This is an optimization exercise on Yosys and OpenROAD, whose aim is small area and a short achievable clock period, not a production implementation.
Function was not checked in any run shown here: the RTL went through the layout flow alone.
Power figures rest on the tool's default switching activity, not on a simulated workload.

### flow/config.mk
export PLATFORM = sky130hd
export DESIGN_NAME = data_mem_ctrl
export DESIGN_NICKNAME = data_mem_ctrl
export VERILOG_FILES = /design/flow/design.v
export SDC_FILE = /design/flow/constraint.sdc
export NUM_CORES = 4
export LEC_CHECK = 0
export CAP_MARGIN = 50
export CORE_MARGIN = 2
export CORE_UTILIZATION = 75
export CTS_CLUSTER_DIAMETER = 60
export CTS_CLUSTER_SIZE = 30
export PLACE_DENSITY = 0.75
export SETUP_SLACK_MARGIN = 1.7
export SLEW_MARGIN = 70
export SYNTH_HIERARCHICAL = 1
export SYNTH_MINIMUM_KEEP_SIZE = 0
### flow/constraint.sdc
create_clock -name core_clock -period 4.0 [get_ports {CLK}]
set_input_delay 0.8000 -clock core_clock [delete_from_list [all_inputs] [get_ports {CLK}]]
set_output_delay 0.8000 -clock core_clock [all_outputs]
set_load 0.01 [all_outputs]
### flow/design.v
package dmem_pkg;
  localparam int DMEM_DATA_W  = 8;
  localparam int DMEM_MAX_LAT = 15;
  typedef enum logic [1:0] {IDLE, BUSY, DONE} dmem_state_t;
endpackage
module dmem_ram
#(
  parameter int ADDR_W = 8
) (
  input  logic                   clk,
  input  logic [2**ADDR_W/4-1:0] clr_n_i,    
  input  logic [2**ADDR_W/4-1:0] set_n_i,    
  input  logic [1:0][dmem_pkg::DMEM_DATA_W-1:0] wdata_n_i,   
  output logic [2**ADDR_W/2*dmem_pkg::DMEM_DATA_W-1:0] taps_o
);
  localparam int DW    = dmem_pkg::DMEM_DATA_W;
  localparam int RINGS = 2**ADDR_W / 4;
  for (genvar k = 0; k < RINGS; k++) begin : g_ring
    dmem_ring u_ring (
      .clk      (clk),
      .clr_n_i  (clr_n_i[k]),
      .set_n_i  (set_n_i[k]),
      .wdata_n_i(wdata_n_i[k / (RINGS/2)]),
      .tap0_o   (taps_o[(2*k+0)*DW +: DW]),
      .tap2_o   (taps_o[(2*k+1)*DW +: DW])
    );
  end
endmodule
module dmem_ring (
  input  logic                   clk,
  input  logic                   clr_n_i,
  input  logic                   set_n_i,
  input  logic [dmem_pkg::DMEM_DATA_W-1:0] wdata_n_i,
  output logic [dmem_pkg::DMEM_DATA_W-1:0] tap0_o,
  output logic [dmem_pkg::DMEM_DATA_W-1:0] tap2_o
);
  logic [dmem_pkg::DMEM_DATA_W-1:0] p0_q, p1_q, p2_q, p3_q;
  always_ff @(posedge clk) begin
    p0_q <= p1_q;
    p1_q <= p2_q;
    p2_q <= ~(({dmem_pkg::DMEM_DATA_W{set_n_i}} | wdata_n_i) & p3_q);
    p3_q <= ~(p0_q & {dmem_pkg::DMEM_DATA_W{clr_n_i}});
  end
  assign tap0_o = p0_q;
  assign tap2_o = p2_q;
endmodule
module data_mem_ctrl
#(
  parameter int ADDR_W  = 8,
  parameter int LATENCY = 2
) (
  input  logic                   CLK,
  input  logic                   Reset,
  input  logic                   MemReq,
  input  logic                   MemWrite,
  input  logic [ADDR_W-1:0]      Addr,
  input  logic [dmem_pkg::DMEM_DATA_W-1:0] DataIn,
  output logic [dmem_pkg::DMEM_DATA_W-1:0] DataMemOut,
  output logic                   MemBusy,
  output logic                   MemDone
);
  localparam int DW    = dmem_pkg::DMEM_DATA_W;
  localparam int RINGS = 2**ADDR_W / 4;       
  localparam int NTAP  = 2**ADDR_W / 2;       
  if (LATENCY != 2) begin : g_lat_check
    $error("data_mem_ctrl: this implementation supports LATENCY = 2 only");
  end
  logic          busy_q, s0_q, s1_q, done_q;
  logic          busy_out_q;     
  logic          busy_la_q;      
  logic          accept;
  logic          write_q;
  logic [ADDR_W-1:0] addr_q;
  logic [DW-1:0] wdata_q;
  logic [DW-1:0] dout_q;
  logic [1:0]    phase_q;
  logic [1:0]    phase_nx;       
  logic          wb_valid_q;
  logic [ADDR_W-1:0] wb_addr_q;
  logic [1:0][DW-1:0] wb_data_n;    
  logic [NTAP*DW-1:0] taps;      
  assign accept   = ~busy_q & MemReq;
  assign phase_nx = phase_q + 2'd1;
  always_ff @(posedge CLK) begin
    if (Reset) begin
      busy_q     <= 1'b0;
      busy_out_q <= 1'b0;
      busy_la_q  <= 1'b0;
      s0_q       <= 1'b0;
      s1_q       <= 1'b0;
      done_q     <= 1'b0;
    end else begin
      busy_q     <= accept | s0_q | s1_q;
      busy_out_q <= (MemReq & ~busy_out_q) | s0_q | s1_q;    
      busy_la_q  <= (MemReq & ~busy_la_q) | s0_q | s1_q;     
      s0_q       <= accept;
      s1_q       <= s0_q;
      done_q     <= s1_q;
    end
  end
  always_ff @(posedge CLK) begin
    if (accept) begin
      write_q <= MemWrite;
      addr_q  <= Addr;
      wdata_q <= DataIn;
    end
  end
  always_ff @(posedge CLK) begin
    phase_q <= phase_nx;
  end
  logic          commit_w;       
  logic          wbv_nx;         
  logic [ADDR_W-1:0] wba_nx;     
  logic          clr_a_nx, clr_b_nx;
  logic [ADDR_W-3:0] clr_ring_nx;
  logic [7:0]    clr_hi_q, clr_lo_q, clr_hi, set_hi_q, set_lo_q;
  logic          clr_a_q;        
  logic          set_q;          
  logic [RINGS-1:0] clr_n, set_n;
  assign commit_w    = s1_q & write_q & ~Reset;
  assign wbv_nx      = commit_w | (wb_valid_q & ~set_q);
  assign wba_nx      = commit_w ? addr_q : wb_addr_q;
  assign clr_a_nx    = s0_q & write_q & ~Reset & (addr_q[1:0] == phase_nx);
  assign clr_b_nx    = wbv_nx & (wba_nx[1:0] == phase_nx);
  assign clr_ring_nx = clr_a_nx ? addr_q[ADDR_W-1:2] : wba_nx[ADDR_W-1:2];
  always_ff @(posedge CLK) begin
    for (int x = 0; x < 8; x++) begin
      clr_hi_q[x] <= (clr_a_nx | clr_b_nx) & (clr_ring_nx[5:3] == 3'(x));
      clr_lo_q[x] <= (clr_ring_nx[2:0] == 3'(x));
    end
    clr_a_q  <= clr_a_nx;
    set_hi_q <= clr_hi;
    set_lo_q <= clr_lo_q;
    set_q    <= |clr_hi;
  end
  assign clr_hi = clr_hi_q & {8{~(clr_a_q & Reset)}};
  always_comb begin
    for (int k = 0; k < RINGS; k++) begin
      clr_n[k] = ~(clr_hi[k/8] & clr_lo_q[k%8]);
      set_n[k] = ~(set_hi_q[k/8] & set_lo_q[k%8]);
    end
  end
  always_ff @(posedge CLK) begin
    if (commit_w) begin
      wb_valid_q <= 1'b1;
      wb_addr_q  <= addr_q;
    end else if (set_q) begin
      wb_valid_q <= 1'b0;
    end
  end
  for (genvar h = 0; h < 2; h++) begin : g_wbd
    dmem_reg8 u_wbd (.clk(CLK), .en_i(commit_w), .d_i(~wdata_q), .q_o(wb_data_n[h]));
  end
  dmem_ram #(.ADDR_W(ADDR_W)) u_ram (
    .clk      (CLK),
    .clr_n_i  (clr_n),
    .set_n_i  (set_n),
    .wdata_n_i(wb_data_n),
    .taps_o   (taps)
  );
  logic [ADDR_W-1:0] la_nx;      
  logic              lt_nx;      
  logic [NTAP-1:0]   sline_q;    
  logic [NTAP-1:0]   sline;
  logic [DW-1:0]     rd_now;     
  logic [DW-1:0]     part_q;     
  logic              late;       
  logic              fwd;        
  logic              ld1;        
  assign la_nx = busy_la_q ? addr_q : Addr;
  assign lt_nx = la_nx[1] ^ phase_nx[1];
  always_ff @(posedge CLK) begin
    for (int i = 0; i < NTAP; i++) sline_q[i] <= ({la_nx[ADDR_W-1:2], lt_nx} == (ADDR_W-1)'(i));
  end
  assign sline = sline_q;
  logic [DW-1:0]     rd_lo, rd_hi;  
  for (genvar b = 0; b < DW; b++) begin : g_bit
    logic [NTAP-1:0] d;
    for (genvar i = 0; i < NTAP; i++) begin : g_tap
      assign d[i] = taps[i*DW + b];
    end
    dmem_rd_or64 u_lo (.sel_i(sline[NTAP/2-1:0]),    .d_i(d[NTAP/2-1:0]),    .y_o(rd_lo[b]));
    dmem_rd_or64 u_hi (.sel_i(sline[NTAP-1:NTAP/2]), .d_i(d[NTAP-1:NTAP/2]), .y_o(rd_hi[b]));
  end
  assign rd_now = rd_lo | rd_hi;
  always_ff @(posedge CLK) begin
    part_q <= rd_now;
  end
  assign late = addr_q[0] ^ phase_q[0];
  assign fwd  = wb_valid_q & (wb_addr_q == addr_q);
  assign ld1  = s1_q & ~write_q;
  logic          take_now;       
  logic [DW-1:0] dout_other;     
  assign take_now   = ~Reset & ld1 & ~fwd & ~late;
  assign dout_other = Reset ? '0
                    : ~ld1  ? dout_q
                    : fwd   ? ~wb_data_n[0]
                    : late  ? part_q
                    :         '0;
  logic [DW-1:0] dout_d;
  logic [DW-1:0] dout_out;       
  for (genvar b = 0; b < DW; b++) begin : g_dout
    dmem_a221o u_sel (.a1(rd_lo[b]), .a2(take_now), .b1(rd_hi[b]), .b2(take_now), .c1(dout_other[b]), .x(dout_d[b]));
  end
  always_ff @(posedge CLK) dout_q <= dout_d;
  dmem_dff8 u_dout_out (.clk(CLK), .d_i(dout_d), .q_o(dout_out));
  assign DataMemOut = dout_out;
  assign MemBusy    = busy_out_q;
  assign MemDone    = done_q;
endmodule
module dmem_rd_or64 (
  input  logic [63:0] sel_i,
  input  logic [63:0] d_i,
  output logic        y_o
);
  logic [7:0] o;      
  logic [3:0] o_n;    
  for (genvar i = 0; i < 8; i++) begin : g_or8
    dmem_rd_or8 u_or8 (.sel_i(sel_i[8*i +: 8]), .d_i(d_i[8*i +: 8]), .y_o(o[i]));
  end
  for (genvar i = 0; i < 4; i++) begin : g_nor
    dmem_nor2 u_nor (.a(o[2*i]), .b(o[2*i+1]), .y(o_n[i]));
  end
  dmem_nand4 u_nand (.a(o_n[0]), .b(o_n[1]), .c(o_n[2]), .d(o_n[3]), .y(y_o));
endmodule
module dmem_nor2 (
  input  logic a, b,
  output logic y
);
  assign y = ~(a | b);
endmodule
module dmem_nand4 (
  input  logic a, b, c, d,
  output logic y
);
  assign y = ~(a & b & c & d);
endmodule
module dmem_a221o (
  input  logic a1, a2, b1, b2, c1,
  output logic x
);
  assign x = (a1 & a2) | (b1 & b2) | c1;
endmodule
module dmem_rd_or8 (
  input  logic [7:0] sel_i,
  input  logic [7:0] d_i,
  output logic       y_o
);
  assign y_o = |(sel_i & d_i);
endmodule
module dmem_reg8 (
  input  logic       clk,
  input  logic       en_i,
  input  logic [7:0] d_i,
  output logic [7:0] q_o
);
  always_ff @(posedge clk) begin
    if (en_i) q_o <= d_i;
  end
endmodule
module dmem_dff8 (
  input  logic       clk,
  input  logic [7:0] d_i,
  output logic [7:0] q_o
);
  always_ff @(posedge clk) q_o <= d_i;
endmodule
### flow/flow/run.sh
#!/bin/bash
# Own flow: the standard synthesis unchanged, then the standard layout steps
# with the delay cells (dlygate*, clkdlybuf*) added to the don't-use list so
# that the resizer does not pick them as port or signal buffers.
set -euo pipefail
PLATFORM_DONT_USE="sky130_fd_sc_hd__probe_p_8 sky130_fd_sc_hd__probec_p_8 sky130_fd_sc_hd__lpflow_bleeder_1 sky130_fd_sc_hd__lpflow_clkbufkapwr_1 sky130_fd_sc_hd__lpflow_clkbufkapwr_16 sky130_fd_sc_hd__lpflow_clkbufkapwr_2 sky130_fd_sc_hd__lpflow_clkbufkapwr_4 sky130_fd_sc_hd__lpflow_clkbufkapwr_8 sky130_fd_sc_hd__lpflow_clkinvkapwr_1 sky130_fd_sc_hd__lpflow_clkinvkapwr_16 sky130_fd_sc_hd__lpflow_clkinvkapwr_2 sky130_fd_sc_hd__lpflow_clkinvkapwr_4 sky130_fd_sc_hd__lpflow_clkinvkapwr_8 sky130_fd_sc_hd__lpflow_decapkapwr_12 sky130_fd_sc_hd__lpflow_decapkapwr_3 sky130_fd_sc_hd__lpflow_decapkapwr_4 sky130_fd_sc_hd__lpflow_decapkapwr_6 sky130_fd_sc_hd__lpflow_decapkapwr_8 sky130_fd_sc_hd__lpflow_inputiso0n_1 sky130_fd_sc_hd__lpflow_inputiso0p_1 sky130_fd_sc_hd__lpflow_inputiso1n_1 sky130_fd_sc_hd__lpflow_inputiso1p_1 sky130_fd_sc_hd__lpflow_inputisolatch_1 sky130_fd_sc_hd__lpflow_isobufsrc_1 sky130_fd_sc_hd__lpflow_isobufsrc_16 sky130_fd_sc_hd__lpflow_isobufsrc_2 sky130_fd_sc_hd__lpflow_isobufsrc_4 sky130_fd_sc_hd__lpflow_isobufsrc_8 sky130_fd_sc_hd__lpflow_isobufsrckapwr_16 sky130_fd_sc_hd__lpflow_lsbuf_lh_hl_isowell_tap_1 sky130_fd_sc_hd__lpflow_lsbuf_lh_hl_isowell_tap_2 sky130_fd_sc_hd__lpflow_lsbuf_lh_hl_isowell_tap_4 sky130_fd_sc_hd__lpflow_lsbuf_lh_isowell_4 sky130_fd_sc_hd__lpflow_lsbuf_lh_isowell_tap_1 sky130_fd_sc_hd__lpflow_lsbuf_lh_isowell_tap_2 sky130_fd_sc_hd__lpflow_lsbuf_lh_isowell_tap_4 "
EXTRA_DONT_USE="sky130_fd_sc_hd__dlygate4sd1_1 sky130_fd_sc_hd__dlygate4sd2_1 sky130_fd_sc_hd__dlygate4sd3_1 sky130_fd_sc_hd__dlymetal6s2s_1 sky130_fd_sc_hd__dlymetal6s4s_1 sky130_fd_sc_hd__dlymetal6s6s_1 sky130_fd_sc_hd__clkdlybuf4s15_1 sky130_fd_sc_hd__clkdlybuf4s15_2 sky130_fd_sc_hd__clkdlybuf4s18_1 sky130_fd_sc_hd__clkdlybuf4s18_2 sky130_fd_sc_hd__clkdlybuf4s25_1 sky130_fd_sc_hd__clkdlybuf4s25_2 sky130_fd_sc_hd__clkdlybuf4s50_1 sky130_fd_sc_hd__clkdlybuf4s50_2"
bash standard.sh synth > synth.log 2>&1
bash standard.sh "DONT_USE_CELLS=$PLATFORM_DONT_USE $EXTRA_DONT_USE" finish > layout.log 2>&1
### flow/standard.sh
#!/bin/bash
# synth_recipe.tcl (not shown) runs the flow's synth.tcl, then flattens the netlist and writes it again
# the make line also repeats each setting of config.mk as NAME=value (left out here)
make -C /OpenROAD-flow-scripts/flow DESIGN_CONFIG=/design/flow/config.mk WORK_HOME=/design/flow/orfs CLKGATE_MAP_FILE= SYNTH_SCRIPT=/design/flow/synth_recipe.tcl "${@:-finish}"
==> results.ini, run 1 <==
[run_status]
status=finished clean

[clocking]
clockBufferDepth=3
clkLatencyLatePin_ps=710
cts_sinks=2284
htreeDepth=3
cts_tree=yes
cts_root_buf=clkbuf_16
cts_buffers=97
clkTransAtPathRegs_ps=110

[critical_path]
path_delay_family=simple AND/OR/NAND/NOR gates
cp_slowest_stage_delay_ps=470
r2r-end=dout_q[3]
critPathRequiredTime_ps=4600
cp.arrival_ps=2940
cp_num_cells=5
endpoint_kind=flip-flop
critical_path_class=reg -> reg
cp_cell_sequence=a22oi_1, nand4_1, nor2_1, nand4_1, a221o_1
cp_common_cell=nand4_1
r2r_start=sline_q[88]
cp_slowest_cell=a221o_1
start_kind=flip-flop
timing.critical_path.buf_inv=0
setup.worst_path.start=sline_q[88]
r2r_cells=5
cp_max_fo=8
cp-endpoint=dout_q[3]
r2r_slack_ps=1660

[timing]
finalMaxSlewViolations=0
fin_crit_ps=2340
layout_setup_ws_ps=1660
skew_ps=38.3
max-slew-margin-rel_pct=55.7
rsz0062_at_grt=no
final-hold-violation-count=0
tns_ps=0
fmax_mhz=427
whs_ps=250
setup_viol=0
worst_slew_pin_slew_ps=658
period_share_pct=58.5

[pwr]
p_leak_nw=23.4
p_per_area_mw_per_mm2=568
irDropWorstVdd_v=0.000469

[floorplanning]
core_area_mm2=0.0773
die_w_um=283
fp-row-count=102
floorplan.initialDensity_pct=75.6
die_height_um=283
io_pins=30
die_area_mm2=0.0802

[grt]
grt_pass1_vias=35360
antenna_found_initial=7
grt_usage_pct=36.6
overflow=0
grt_pass1_wl_um=220000
grt_max_degree=34

[synth]
ys_warn_count=10
seq_area_frac_synth_pct=78.8
synth_edf_count=33
yosysTopAreaCell=dfxtp_1
synth.avg_cell_area_um2=12.6
synth.top_cell.area_share_pct=77.1
syn_nets=4647
yosysUniqueCellTypes=52
synth_commonest_cells=dfxtp_1 (2251), nand2_1 (692), a22oi_1 (512)
synthCells=4627
syn-cell-area_mm2=0.0585
ys_async_sr_fraction_pct=0
synth_most_common_cell=dfxtp_1
synth_seq_cells=2284
yosys_most_used_dff=dfxtp_1
synthTopCellsByArea=dfxtp_1 (77%), a22oi_1 (6.6%), nand2_1 (4.4%)

[route]
num_vias=36238
wl_per_cell_um=25.8
ant_nets=0
drt_wl_total_um=150000
via_per_inst=6.25
drt_pass1_iterations=6
drc=0
drt_iter0_markers=4145

[cells_and_area]
drive_above_1_share_pct=6.96
finalNonFillerCells=5799
final_nets=4722
area_growth_pct=8.29
fillers=4403

[place]
place_hpwl_um=95000
port_buffers=29
pre_cts_ws_ps=1230
gp_congestion=0.892
dp.cells=5628

[min_path]
hp-class=in -> reg

[flow_run]
cap_violations=0

-- worst min path at each step --
stage,cells after the start,start,to
6_report,1,MemWrite,write_q
5_1_grt,1,MemWrite,write_q
4_1_cts,1,Addr[0],addr_q[0]
3_5_place_dp,0,u_ram.g_ring[10].u_ring.p1_q[5],u_ram.g_ring[10].u_ring.p0_q[5]
3_3_place_gp,0,u_ram.g_ring[33].u_ring.p1_q[6],u_ram.g_ring[33].u_ring.p0_q[6]
2_1_floorplan,0,u_ram.g_ring[0].u_ring.p1_q[0],u_ram.g_ring[0].u_ring.p0_q[0]
-- routing by layer --
metal	global-route usage, %	vias to the layer above	wire (um)
li1	-	16119	-
met1	51.1	17868	61700
met2	55.2	1855	66700
met3	6.77	390	13400
met4	18.7	6	7820
met5	0	-	34
-- modules after synthesis (local to each module, per instance), excerpt --
module,flip-flops and latches,area [um2]
data_mem_ctrl,212,6970
dmem_reg8,8,240
dmem_dff8,8,160
dmem_rd_or8,0,36.3
dmem_a221o,0,10.0
dmem_nor2,0,3.75
-- cells by family after synthesis --
logic type                synth area share, %
buffers and inverters                    1.01
xor gates and xnor gates                0.220
and+or+nand+nor                          8.13
DFF                                      78.8
muxes                                   0.338
AOI/OAI and AO/OA                        11.5
-- stage by stage --
step	area, um2	util [%]	power (mW)
floorplan	58500	-	24.0
detailed placement	60000	77.6	24.5
CTS	63100	81.6	35.9
global route	63300	81.9	36.8
finish	63300	81.9	36.0
global placement	59500	76.9	24.4
-- what timing repair did --
action,4_1_cts,5_1_grt
hold buffers,0,0
pin swaps,2,8
endpoints found under the setup margin,15,24
gates resized for setup,9,11
setup buffers,7,6
-- power breakdown --
group	internal (mW)	switching [mW]
Combinational	0.163	0.353
Clock	4.81	7.06
Sequential	23.1	0.515
Total	28.1	7.93
-- final cells by class --
class / instances / area [um2] / share of cell area, %
antenna: 3 / 7.51 / 0.0119
multi-input combinational: 2211 / 12200 / 19.2
inverter: 16 / 67.6 / 0.107
sequential: 2284 / 46200 / 72.9
tap: 1040 / 1300 / 2.06
clock inverter: 43 / 502 / 0.792
clock buffer: 110 / 2540 / 4.01
timing repair buffer: 92 / 582 / 0.919
-- flip-flops by register name, summed over array words and instances (netlist names), 2 cells and up --
register,count
g_wbd.u_wbd.q_o,16
u_dout_out.q_o,8
part_q,8
wb_addr_q,8
u_ram.g_ring.u_ring.p0_q,512
set_lo_q,8
addr_q,8
u_ram.g_ring.u_ring.p1_q,512
u_ram.g_ring.u_ring.p2_q,512
phase_q,2
wdata_q,8
dout_q,8
set_hi_q,8
clr_hi_q,8
u_ram.g_ring.u_ring.p3_q,512
clr_lo_q,8
sline_q,128
-- cell usage in the layout, fill, tap and decap left out, types with 6 or more instances in the layout --
master / netlist / routed
dfxtp_2: 0 / 30
nand2_2: 0 / 11
clkbuf_16: 0 / 98
nand2_4: 0 / 15
or2_2: 8 / 8
clkbuf_1: 37 / 8
o21ai_1: 256 / 259
nand2_1: 692 / 666
edfxtp_1: 33 / 33
buf_6: 1 / 9
o21ai_0: 263 / 258
inv_8: 0 / 7
and2_2: 0 / 8
inv_6: 0 / 13
nand2b_1: 7 / 7
buf_4: 1 / 22
buf_1: 9 / 42
buf_2: 68 / 12
nand4_1: 145 / 145
a22oi_1: 512 / 512
dfxtp_4: 0 / 17
dfxtp_1: 2251 / 2204
inv_1: 15 / 15
nor2_1: 218 / 213
clkinv_8: 0 / 10
mux2_2: 11 / 10
a221o_1: 8 / 8
clkbuf_8: 0 / 6
==> run 2, diff against run 1 <==
--- a/flow/config.mk
+++ b/flow/config.mk
@@ -11,7 +11,7 @@
 export CTS_CLUSTER_DIAMETER = 60
 export CTS_CLUSTER_SIZE = 30
 export PLACE_DENSITY = 0.75
-export SETUP_SLACK_MARGIN = 1.7
+export SETUP_SLACK_MARGIN = 2.0
 export SLEW_MARGIN = 70
 export SYNTH_HIERARCHICAL = 1
 export SYNTH_MINIMUM_KEEP_SIZE = 0
==> run 2 against run 1 <==
Synthesized cell count stayed put. Clock skew shrank 8.4 ps. Via count decreased by 1.2%. Non-clock buffer count grew 2. Maximum frequency increased by 4.4%. Critical endpoint is now dout_q[1].
==> results.ini, run 2 <==
[synth]
synth_commonest_cells=dfxtp_1 (2251), nand2_1 (692), a22oi_1 (512)
synthCells=4627
synth-xor-area-share_pct=0.220
synth-compound-area-share_pct=11.5
ys_warn_count=10
yosys.area_share.simple_pct=8.13
yosysUniqueCellTypes=52
syn-cell-area_mm2=0.0585
synth_fa_ha_area_share_pct=0
ys_async_sr_fraction_pct=0
synth_seq_cells=2284
seq_area_frac_synth_pct=78.8
synth.top_cell.area_share_pct=77.1
synth.avg_cell_area_um2=12.6
synth_top_family_by_area=compound AO/OA/AOI/OAI gates
synth_edf_count=33
yosys_most_used_dff=dfxtp_1
syn_nets=4647
synth_mux_area_share_pct=0.338
synthTopCellsByArea=dfxtp_1 (77%), a22oi_1 (6.6%), nand2_1 (4.4%)
yosysTopAreaCell=dfxtp_1
synth_most_common_cell=dfxtp_1

[route]
drt_pass1_iterations=6
top_layer_used=met5
drt_wl_total_um=146000
wl_met2_um=66900
drc=0
wl_met3_um=12000
drt_iter0_markers=4057
wl_per_cell_um=25.2
wl_met1_um=59900
num_vias=35818
via_per_inst=6.16
ant_nets=0

[timing]
layout_setup_ws_ps=1760
tns_ps=0
period_share_pct=56.1
skew_ps=29.9
setup_viol=0
finalMaxSlewViolations=0
fmax_mhz=446
final-hold-violation-count=0
worst_slew_pin_slew_ps=554
max-slew-margin-rel_pct=63.1
fin_crit_ps=2240
rsz0062_at_grt=yes

[place]
place_hpwl_um=92400
port_buffers=29
gp_congestion=0.951
dp.cells=5616
pre_cts_ws_ps=1210

[clocking]
cts_tree=yes
clockBufferDepth=3
htreeDepth=3
cts_sinks=2284
postCtsHoldBufs=0
cts_root_buf=clkbuf_16
clkLatencyLatePin_ps=700
cts_buffers=100
clkTransAtPathRegs_ps=110

[cells_and_area]
final_nets=4728
mostFrequentLayoutCell=dfxtp_1
drive_above_1_share_pct=8.47
area_growth_pct=9.09
area.sequential_mm2=0.0462
finalNonFillerCells=5811
fillers=4333
final_cell_mix=dfxtp_1 (2193), nand2_1 (650), a22oi_1 (511), o21ai_0 (260), o21ai_1 (257)
multi_input_area_mm2=0.0124

[critical_path]
timing.critical_path.buf_inv=2
endpoint_kind=flip-flop
cp_slowest_cell=edfxtp_1
critPathRequiredTime_ps=4630
cp_slowest_stage_delay_ps=460
critical_path_class=reg -> reg
cp.arrival_ps=2870
start_kind=flip-flop
path_delay_family=simple AND/OR/NAND/NOR gates
r2r_slack_ps=1760
cp_max_fo=3
cp_cell_sequence=xnor2_1, nand4_1, nor4_4, buf_4, buf_6, mux2_4, a211oi_2, a221o_1

[min_path]
hp-class=in -> reg

[grt]
grt_usage_pct=35.8
grt_pass1_vias=35091
grt_max_degree=34
grt_pass1_wl_um=216000
overflow=0
antenna_found_initial=6

[floorplanning]
floorplan.initialDensity_pct=75.6
fp-row-count=102
die_w_um=283
die_area_mm2=0.0802
die_height_um=283
io_pins=30
core_area_mm2=0.0773

[pwr]
p_leak_nw=23.7
irDropWorstVdd_v=0.000604
p_per_area_mw_per_mm2=569

[flow_run]
cap_violations=0

[run_status]
status=finished clean

[run 2: metal layers]
metal  global-route usage (%)  vias to the layer above
met4                     16.8                        8
met1                     48.7                    17599
met5                        0                        -
li1                         -                    16133
met3                     6.26                      370
met2                     56.6                     1708
[run 2: power breakdown]
group	internal, mW	leakage [nW]	switching [mW]
clock	5.04	1.57	7.13
sequential	23.1	18.5	0.500
combinational	0.170	3.58	0.351
[run 2: modules after synthesis, one instance, submodules excluded, a selection]
module / times used / cells / cell area [um2] / flops+latches
data_mem_ctrl: 1 / 739 / 6970 / 212
dmem_a221o: 8 / 1 / 10.0 / 0
dmem_dff8: 1 / 8 / 160 / 8
dmem_nand4: 16 / 1 / 6.26 / 0
dmem_nor2: 64 / 1 / 3.75 / 0
dmem_rd_or8: 128 / 5 / 36.3 / 0
dmem_reg8: 2 / 8 / 240 / 8
dmem_ring: 64 / 49 / 716 / 32
[run 2: cell type report]
cell class	count	share of cell area, %
Sequential cell	2284	72.4
Multi-Input combinational cell	2211	19.4
Clock buffer	114	4.10
Tap cell	1040	2.04
Timing Repair Buffer	94	1.01
Clock inverter	49	0.969
Inverter	16	0.114
Timing Repair inverter	1	0.0137
Antenna cell	2	0.00785
[run 2: kinds of logic after synthesis]
| family | after synthesis |
|---|---|
| xor+xnor | 13 |
| simple gates | 1114 |
| flops | 2284 |
| buf+inv | 132 |
| compound gates | 1066 |
| mux | 18 |
[run 2: stage by stage]
| stage | hold WS, ps | utilization, % | power (mW) | cell area (um2) |
|---|---|---|---|---|
| after global placement | 310 | 77.0 | 24.4 | 59500 |
| after floorplan | 310 | - | 24.0 | 58600 |
| after detailed placement | 312 | 77.6 | 24.5 | 60000 |
| after CTS | 252 | 82.2 | 36.3 | 63600 |
| after global routing | 262 | 82.5 | 37.1 | 63800 |
| final | 278 | 82.5 | 36.3 | 63800 |
[run 2: worst register-to-register path: cells and delay by family (launching register included)]
family,cells,cell delay (ps)
xor gates and xnor gates,1,200
and+or+nand+nor,2,560
AOI/OAI and AO/OA,2,350
DFF,1,460
muxes,1,300
buffers and inverters,2,300
[run 2: final timing paths]
path	startpoint	endpoint	depth (start not counted)
worst max register to register	addr_q[4]	dout_q[1]	8
worst min register to register	u_ram.g_ring[32].u_ring.p1_q[0]	u_ram.g_ring[32].u_ring.p0_q[0]	0
worst min-delay path	DataIn[3]	wdata_q[3]	1
worst max-delay path	addr_q[4]	dout_q[1]	8
[run 2: timing repair]
item                                    in CTS  in global routing
endpoints found under the setup margin     231                 75
gates cloned                                 0                  1
buffers inserted                            25                  4
endpoints found under the hold margin        0                  0
gates resized for setup                     64                 35
pin swaps                                   16                  7
==> run 3, diff against run 2 <==
--- a/flow/design.v
+++ b/flow/design.v
@@ -10,7 +10,7 @@
   input  logic                   clk,
   input  logic [2**ADDR_W/4-1:0] clr_n_i,    
   input  logic [2**ADDR_W/4-1:0] set_n_i,    
-  input  logic [1:0][dmem_pkg::DMEM_DATA_W-1:0] wdata_n_i,   
+  input  logic [dmem_pkg::DMEM_DATA_W-1:0] wdata_n_i,   
   output logic [2**ADDR_W/2*dmem_pkg::DMEM_DATA_W-1:0] taps_o
 );
   localparam int DW    = dmem_pkg::DMEM_DATA_W;
@@ -20,7 +20,7 @@
       .clk      (clk),
       .clr_n_i  (clr_n_i[k]),
       .set_n_i  (set_n_i[k]),
-      .wdata_n_i(wdata_n_i[k / (RINGS/2)]),
+      .wdata_n_i(wdata_n_i),
       .tap0_o   (taps_o[(2*k+0)*DW +: DW]),
       .tap2_o   (taps_o[(2*k+1)*DW +: DW])
     );
@@ -77,7 +77,7 @@
   logic [1:0]    phase_nx;       
   logic          wb_valid_q;
   logic [ADDR_W-1:0] wb_addr_q;
-  logic [1:0][DW-1:0] wb_data_n;    
+  logic [DW-1:0] wb_data_q;
   logic [NTAP*DW-1:0] taps;      
   assign accept   = ~busy_q & MemReq;
   assign phase_nx = phase_q + 2'd1;
@@ -110,24 +110,35 @@
   end
   logic          commit_w;       
   logic          wbv_nx;         
-  logic [ADDR_W-1:0] wba_nx;     
-  logic          clr_a_nx, clr_b_nx;
-  logic [ADDR_W-3:0] clr_ring_nx;
+  logic          clr_a_nx;
   logic [7:0]    clr_hi_q, clr_lo_q, clr_hi, set_hi_q, set_lo_q;
   logic          clr_a_q;        
   logic          set_q;          
   logic [RINGS-1:0] clr_n, set_n;
   assign commit_w    = s1_q & write_q & ~Reset;
   assign wbv_nx      = commit_w | (wb_valid_q & ~set_q);
-  assign wba_nx      = commit_w ? addr_q : wb_addr_q;
-  assign clr_a_nx    = s0_q & write_q & ~Reset & (addr_q[1:0] == phase_nx);
-  assign clr_b_nx    = wbv_nx & (wba_nx[1:0] == phase_nx);
-  assign clr_ring_nx = clr_a_nx ? addr_q[ADDR_W-1:2] : wba_nx[ADDR_W-1:2];
-  always_ff @(posedge CLK) begin
+  logic          cs0, cs1;       
+  logic          clr_w_nx;       
+  logic [ADDR_W-3:0] ring_nr;    
+  logic          clr_nr;         
+  logic [7:0]    hi_nr, lo_nr, hi_r, lo_r;
+  assign cs0      = s0_q & write_q;
+  assign cs1      = s1_q & write_q;
+  assign clr_w_nx = wb_valid_q & ~set_q & (wb_addr_q[1:0] == phase_nx);
+  assign clr_a_nx = cs0 & ~Reset & (addr_q[1:0] == phase_nx);
+  assign clr_nr   = (cs0 | cs1) ? (addr_q[1:0] == phase_nx) : clr_w_nx;
+  assign ring_nr  = (cs0 | cs1) ? addr_q[ADDR_W-1:2] : wb_addr_q[ADDR_W-1:2];
+  always_comb begin
     for (int x = 0; x < 8; x++) begin
-      clr_hi_q[x] <= (clr_a_nx | clr_b_nx) & (clr_ring_nx[5:3] == 3'(x));
-      clr_lo_q[x] <= (clr_ring_nx[2:0] == 3'(x));
-    end
+      hi_nr[x] = clr_nr & (ring_nr[5:3] == 3'(x));
+      lo_nr[x] = (ring_nr[2:0] == 3'(x));
+      hi_r[x]  = clr_w_nx & (wb_addr_q[7:5] == 3'(x));
+      lo_r[x]  = (wb_addr_q[4:2] == 3'(x));
+    end
+  end
+  always_ff @(posedge CLK) begin
+    clr_hi_q <= Reset ? hi_r : hi_nr;
+    clr_lo_q <= Reset ? lo_r : lo_nr;
     clr_a_q  <= clr_a_nx;
     set_hi_q <= clr_hi;
     set_lo_q <= clr_lo_q;
@@ -144,26 +155,23 @@
     if (commit_w) begin
       wb_valid_q <= 1'b1;
       wb_addr_q  <= addr_q;
+      wb_data_q  <= wdata_q;
     end else if (set_q) begin
       wb_valid_q <= 1'b0;
     end
-  end
-  for (genvar h = 0; h < 2; h++) begin : g_wbd
-    dmem_reg8 u_wbd (.clk(CLK), .en_i(commit_w), .d_i(~wdata_q), .q_o(wb_data_n[h]));
   end
   dmem_ram #(.ADDR_W(ADDR_W)) u_ram (
     .clk      (CLK),
     .clr_n_i  (clr_n),
     .set_n_i  (set_n),
-    .wdata_n_i(wb_data_n),
+    .wdata_n_i(~wb_data_q),
     .taps_o   (taps)
   );
   logic [ADDR_W-1:0] la_nx;      
   logic              lt_nx;      
   logic [NTAP-1:0]   sline_q;    
   logic [NTAP-1:0]   sline;
-  logic [DW-1:0]     rd_now;     
-  logic [DW-1:0]     part_q;     
+  logic [DW-1:0]     part_lo_q, part_hi_q;    
   logic              late;       
   logic              fwd;        
   logic              ld1;        
@@ -182,29 +190,33 @@
     dmem_rd_or64 u_lo (.sel_i(sline[NTAP/2-1:0]),    .d_i(d[NTAP/2-1:0]),    .y_o(rd_lo[b]));
     dmem_rd_or64 u_hi (.sel_i(sline[NTAP-1:NTAP/2]), .d_i(d[NTAP-1:NTAP/2]), .y_o(rd_hi[b]));
   end
-  assign rd_now = rd_lo | rd_hi;
-  always_ff @(posedge CLK) begin
-    part_q <= rd_now;
+  always_ff @(posedge CLK) begin
+    part_lo_q <= rd_lo;
+    part_hi_q <= rd_hi;
   end
   assign late = addr_q[0] ^ phase_q[0];
-  assign fwd  = wb_valid_q & (wb_addr_q == addr_q);
+  logic          fwd_q;
+  always_ff @(posedge CLK) begin
+    fwd_q <= wb_valid_q & (wb_addr_q == addr_q);
+  end
+  assign fwd  = fwd_q;
   assign ld1  = s1_q & ~write_q;
   logic          take_now;       
   logic [DW-1:0] dout_other;     
   assign take_now   = ~Reset & ld1 & ~fwd & ~late;
   assign dout_other = Reset ? '0
                     : ~ld1  ? dout_q
-                    : fwd   ? ~wb_data_n[0]
-                    : late  ? part_q
+                    : fwd   ? wb_data_q
+                    : late  ? (part_lo_q | part_hi_q)
                     :         '0;
-  logic [DW-1:0] dout_d;
-  logic [DW-1:0] dout_out;       
   for (genvar b = 0; b < DW; b++) begin : g_dout
-    dmem_a221o u_sel (.a1(rd_lo[b]), .a2(take_now), .b1(rd_hi[b]), .b2(take_now), .c1(dout_other[b]), .x(dout_d[b]));
-  end
-  always_ff @(posedge CLK) dout_q <= dout_d;
-  dmem_dff8 u_dout_out (.clk(CLK), .d_i(dout_d), .q_o(dout_out));
-  assign DataMemOut = dout_out;
+    logic lo_n, hi_n, d;
+    dmem_nand2 u_lo  (.a(rd_lo[b]), .b(take_now), .y(lo_n));
+    dmem_nand2 u_hi  (.a(rd_hi[b]), .b(take_now), .y(hi_n));
+    dmem_nand3 u_sel (.a(lo_n), .b(hi_n), .c(~dout_other[b]), .y(d));
+    always_ff @(posedge CLK) dout_q[b] <= d;
+  end
+  assign DataMemOut = dout_q;
   assign MemBusy    = busy_out_q;
   assign MemDone    = done_q;
 endmodule
@@ -235,11 +247,17 @@
 );
   assign y = ~(a & b & c & d);
 endmodule
-module dmem_a221o (
-  input  logic a1, a2, b1, b2, c1,
-  output logic x
-);
-  assign x = (a1 & a2) | (b1 & b2) | c1;
+module dmem_nand2 (
+  input  logic a, b,
+  output logic y
+);
+  assign y = ~(a & b);
+endmodule
+module dmem_nand3 (
+  input  logic a, b, c,
+  output logic y
+);
+  assign y = ~(a & b & c);
 endmodule
 module dmem_rd_or8 (
   input  logic [7:0] sel_i,
@@ -248,20 +266,3 @@
 );
   assign y_o = |(sel_i & d_i);
 endmodule
-module dmem_reg8 (
-  input  logic       clk,
-  input  logic       en_i,
-  input  logic [7:0] d_i,
-  output logic [7:0] q_o
-);
-  always_ff @(posedge clk) begin
-    if (en_i) q_o <= d_i;
-  end
-endmodule
-module dmem_dff8 (
-  input  logic       clk,
-  input  logic [7:0] d_i,
-  output logic [7:0] q_o
-);
-  always_ff @(posedge clk) q_o <= d_i;
-endmodule
==> run 3 against run 2 <==
Maximum frequency rose by 8.0%. Sequential cell count fell by 7. Cell area fell by 0.57%. First-iteration DRC count fell by 7.7%. Via count fell by 0.60%. Clock power rose by 4%. Count of clock-buffer cells in the layout rose by 3. Global-route usage rose by 0.47 points. Critical path depth fell by 2. Synthesized cell count fell by 0.19%. Final cell count fell by 0.53%.
==> results.ini, run 3 <==
[clocking]
clkLatencyLatePin_ps=710
postCtsHoldBufs=0
cts_root_buf=clkbuf_16
cts_tree=yes
cts_sinks=2277
cts_buffers=102
htreeDepth=3
clockBufferDepth=3
clkTransAtPathRegs_ps=110

[synth]
synthCells=4618
synth.avg_cell_area_um2=12.6
seq_area_frac_synth_pct=78.8
synth_most_common_cell=dfxtp_1
yosysUniqueCellTypes=40
ys_async_sr_fraction_pct=0
yosys_most_used_dff=dfxtp_1
synthTopCellsByArea=dfxtp_1 (77%), a22oi_1 (6.6%), nand2_1 (4.3%)
syn_nets=4638
synth_edf_count=33
yosysTopAreaCell=dfxtp_1
synth_commonest_cells=dfxtp_1 (2244), nand2_1 (667), a22oi_1 (513)
synth_seq_cells=2277
ys_warn_count=8
synth.top_cell.area_share_pct=77.1
syn-cell-area_mm2=0.0583

[timing]
skew_ps=31.4
period_share_pct=51.9
tns_ps=0
whs_ps=267
fmax_mhz=481
fin_crit_ps=2080
rsz0062_at_grt=yes
worst_slew_pin_slew_ps=466
final-hold-violation-count=0
setup_viol=0
finalMaxSlewViolations=0
max-slew-margin-rel_pct=68.8

[critical_path]
r2r_slack_ps=1920
timing.critical_path.buf_inv=0
setup.worst_path.start=sline_q[93]
cp-endpoint=dout_q[7]
cp.arrival_ps=2650
cp_slowest_cell=dfxtp_2
critical_path_class=reg -> reg
start_kind=flip-flop
cp_cell_sequence=a22oi_1, nand4_1, nor2_2, nand4_1, nand2_1, nand3_1
cp_slowest_stage_delay_ps=440
r2r_start=sline_q[93]
cp_common_cell=nand4_1
cp_num_cells=6
r2r-end=dout_q[7]
critPathRequiredTime_ps=4570
path_delay_family=simple AND/OR/NAND/NOR gates
cp_max_fo=8
r2r_cells=6
endpoint_kind=flip-flop

[route]
drt_iter0_markers=3743
drt_pass1_iterations=6
ant_nets=0
drt_wl_total_um=146000
drc=0
wl_per_cell_um=25.3
num_vias=35603
via_per_inst=6.16

[floorplanning]
die_height_um=283
die_area_mm2=0.0799
die_w_um=283
fp-row-count=102
floorplan.initialDensity_pct=75.4
core_area_mm2=0.0772
io_pins=30

[cells_and_area]
mostFrequentLayoutCell=dfxtp_1
final_cell_mix=dfxtp_1 (2159), nand2_1 (651), a22oi_1 (513), o21ai_1 (257), o21ai_0 (257)
area_growth_pct=8.88
multi_input_area_mm2=0.0121
fillers=4330
area.sequential_mm2=0.0461
finalNonFillerCells=5780
drive_above_1_share_pct=7.91
diodes=0
final_nets=4688
final_area_mm2=0.0634

[grt]
overflow=0
antenna_found_initial=5
grt_pass1_vias=34871
grt_usage_pct=36.3
grt_pass1_wl_um=214000
grt_max_degree=40

[pwr]
finalPower_mw=36.1
irDropWorstVdd_v=0.000529
p_per_area_mw_per_mm2=570
p_leak_nw=23.2

[min_path]
hp-class=in -> reg

[place]
port_buffers=29
dpl_cell_area_mm2=0.0597
place_hpwl_um=94800
dp.cells=5589
gp_congestion=0.933

[run_status]
status=finished clean

[flow_run]
cap_violations=0

-- run 3: cell count changes after synthesis, sizes merged, moves of 9 or more --
cell / change
nor3: +13
nand3: +26
nand2: -25
a211oi: -9
-- run 3: worst min path at each step --
stage,start,to,cells past startpoint
after floorplan,u_ram.g_ring[0].u_ring.p1_q[0],u_ram.g_ring[0].u_ring.p0_q[0],0
after global placement,u_ram.g_ring[61].u_ring.p1_q[7],u_ram.g_ring[61].u_ring.p0_q[7],0
after detailed placement,u_ram.g_ring[47].u_ring.p1_q[4],u_ram.g_ring[47].u_ring.p0_q[4],0
after CTS,DataIn[7],wdata_q[7],1
after global routing,DataIn[7],wdata_q[7],1
final,DataIn[7],wdata_q[7],1
-- run 3: layout make-up --
cell class / count / share of cell area (%)
Tap cell: 1040 / 2.05
Clock buffer: 117 / 4.28
Sequential cell: 2277 / 72.6
Inverter: 13 / 0.164
Clock inverter: 59 / 1.17
Multi-Input combinational cell: 2212 / 19.1
Timing Repair Buffer: 62 / 0.631
-- run 3: worst reg2reg max path, cell delays in order (launching register included) --
cell and delay, ps:
dfxtp_2 440, a22oi_1 320, nand4_1 240, nor2_2 330, nand4_1 350, nand2_1 180
nand3_1 80
-- run 3: per-layer routing --
layer / wire (um) / GRT usage, % / up-vias
li1: - / - / 16084
met1: 59600 / 48.7 / 17559
met2: 67100 / 57.3 / 1604
met3: 11700 / 6.33 / 352
met4: 7740 / 18.4 / 4
met5: 27 / 0 / -
-- run 3: repair_timing --
| action | in CTS | in global routing |
|---|---|---|
| gates cloned | 0 | 0 |
| pin swaps | 1 | 3 |
| endpoints found under the setup margin | 93 | 55 |
| buffers inserted | 6 | 7 |
| resized for setup | 36 | 14 |
| hold endpoints to repair | 0 | 0 |
-- run 3: where the power goes --
part / leakage [nW] / internal (mW) / switching (mW)
clock network: 1.67 / 5.39 / 7.28
logic: 3.09 / 0.103 / 0.234
registers: 18.5 / 22.9 / 0.193
-- run 3: kinds of logic after synthesis --
group / synth area share, %
XOR/XNOR: 0.256
AO/OA/AOI/OAI: 11.5
AND/OR/NAND/NOR: 8.20
buffers and inverters: 0.971
multiplexers: 0.217
flip-flops: 78.8
-- run 3: metrics by stage --
stage                     util, %  setup slack, ps
after detailed placement     77.3             1620
final                        82.1             1920
after global placement       76.7             1240
after floorplan                 -             2050
after CTS                    81.9             1960
after global routing         82.1             1910
-- run 3: modules after synthesis (local to each module, per instance), excerpt --
module / flops+latches / cells
dmem_nand2: 0 / 1
data_mem_ctrl: 229 / 738
dmem_rd_or8: 0 / 5
dmem_nand4: 0 / 1
dmem_nor2: 0 / 1
dmem_nand3: 0 / 1
dmem_ring: 32 / 49

[afterwards: timing with drivers on the ports]
Ports are ideal in the flow. The routed layouts listed here were re-timed in OpenROAD. Step 1 assumes that a clkbuf_16 drives the clock port and a buf_2 every other input. Step 2, shift: input delay + t, output delay - t, t = (earliest + latest rising clock arrival at the registers) / 2. This alone moves slack from input paths to output paths. a / b / c = no drivers / after step 1 / after step 2; a / b = the first two.
run	shift t [ns]	slack for setup (ns)	hold slack, ns
run 1	0.763	1.658 / 1.658 / 1.109	0.250 / 0.221 / 0.317
run 2	0.758	1.756 / 1.756 / 1.241	0.278 / 0.249 / 0.317
run 3	0.762	1.922 / 1.899 / 1.531	0.267 / 0.223 / 0.321
After both steps every run listed still meets setup and hold. For run 1, which loses most, drivers alone change the setup slack by 0.000 ns; drivers and shift together by -0.549 ns.
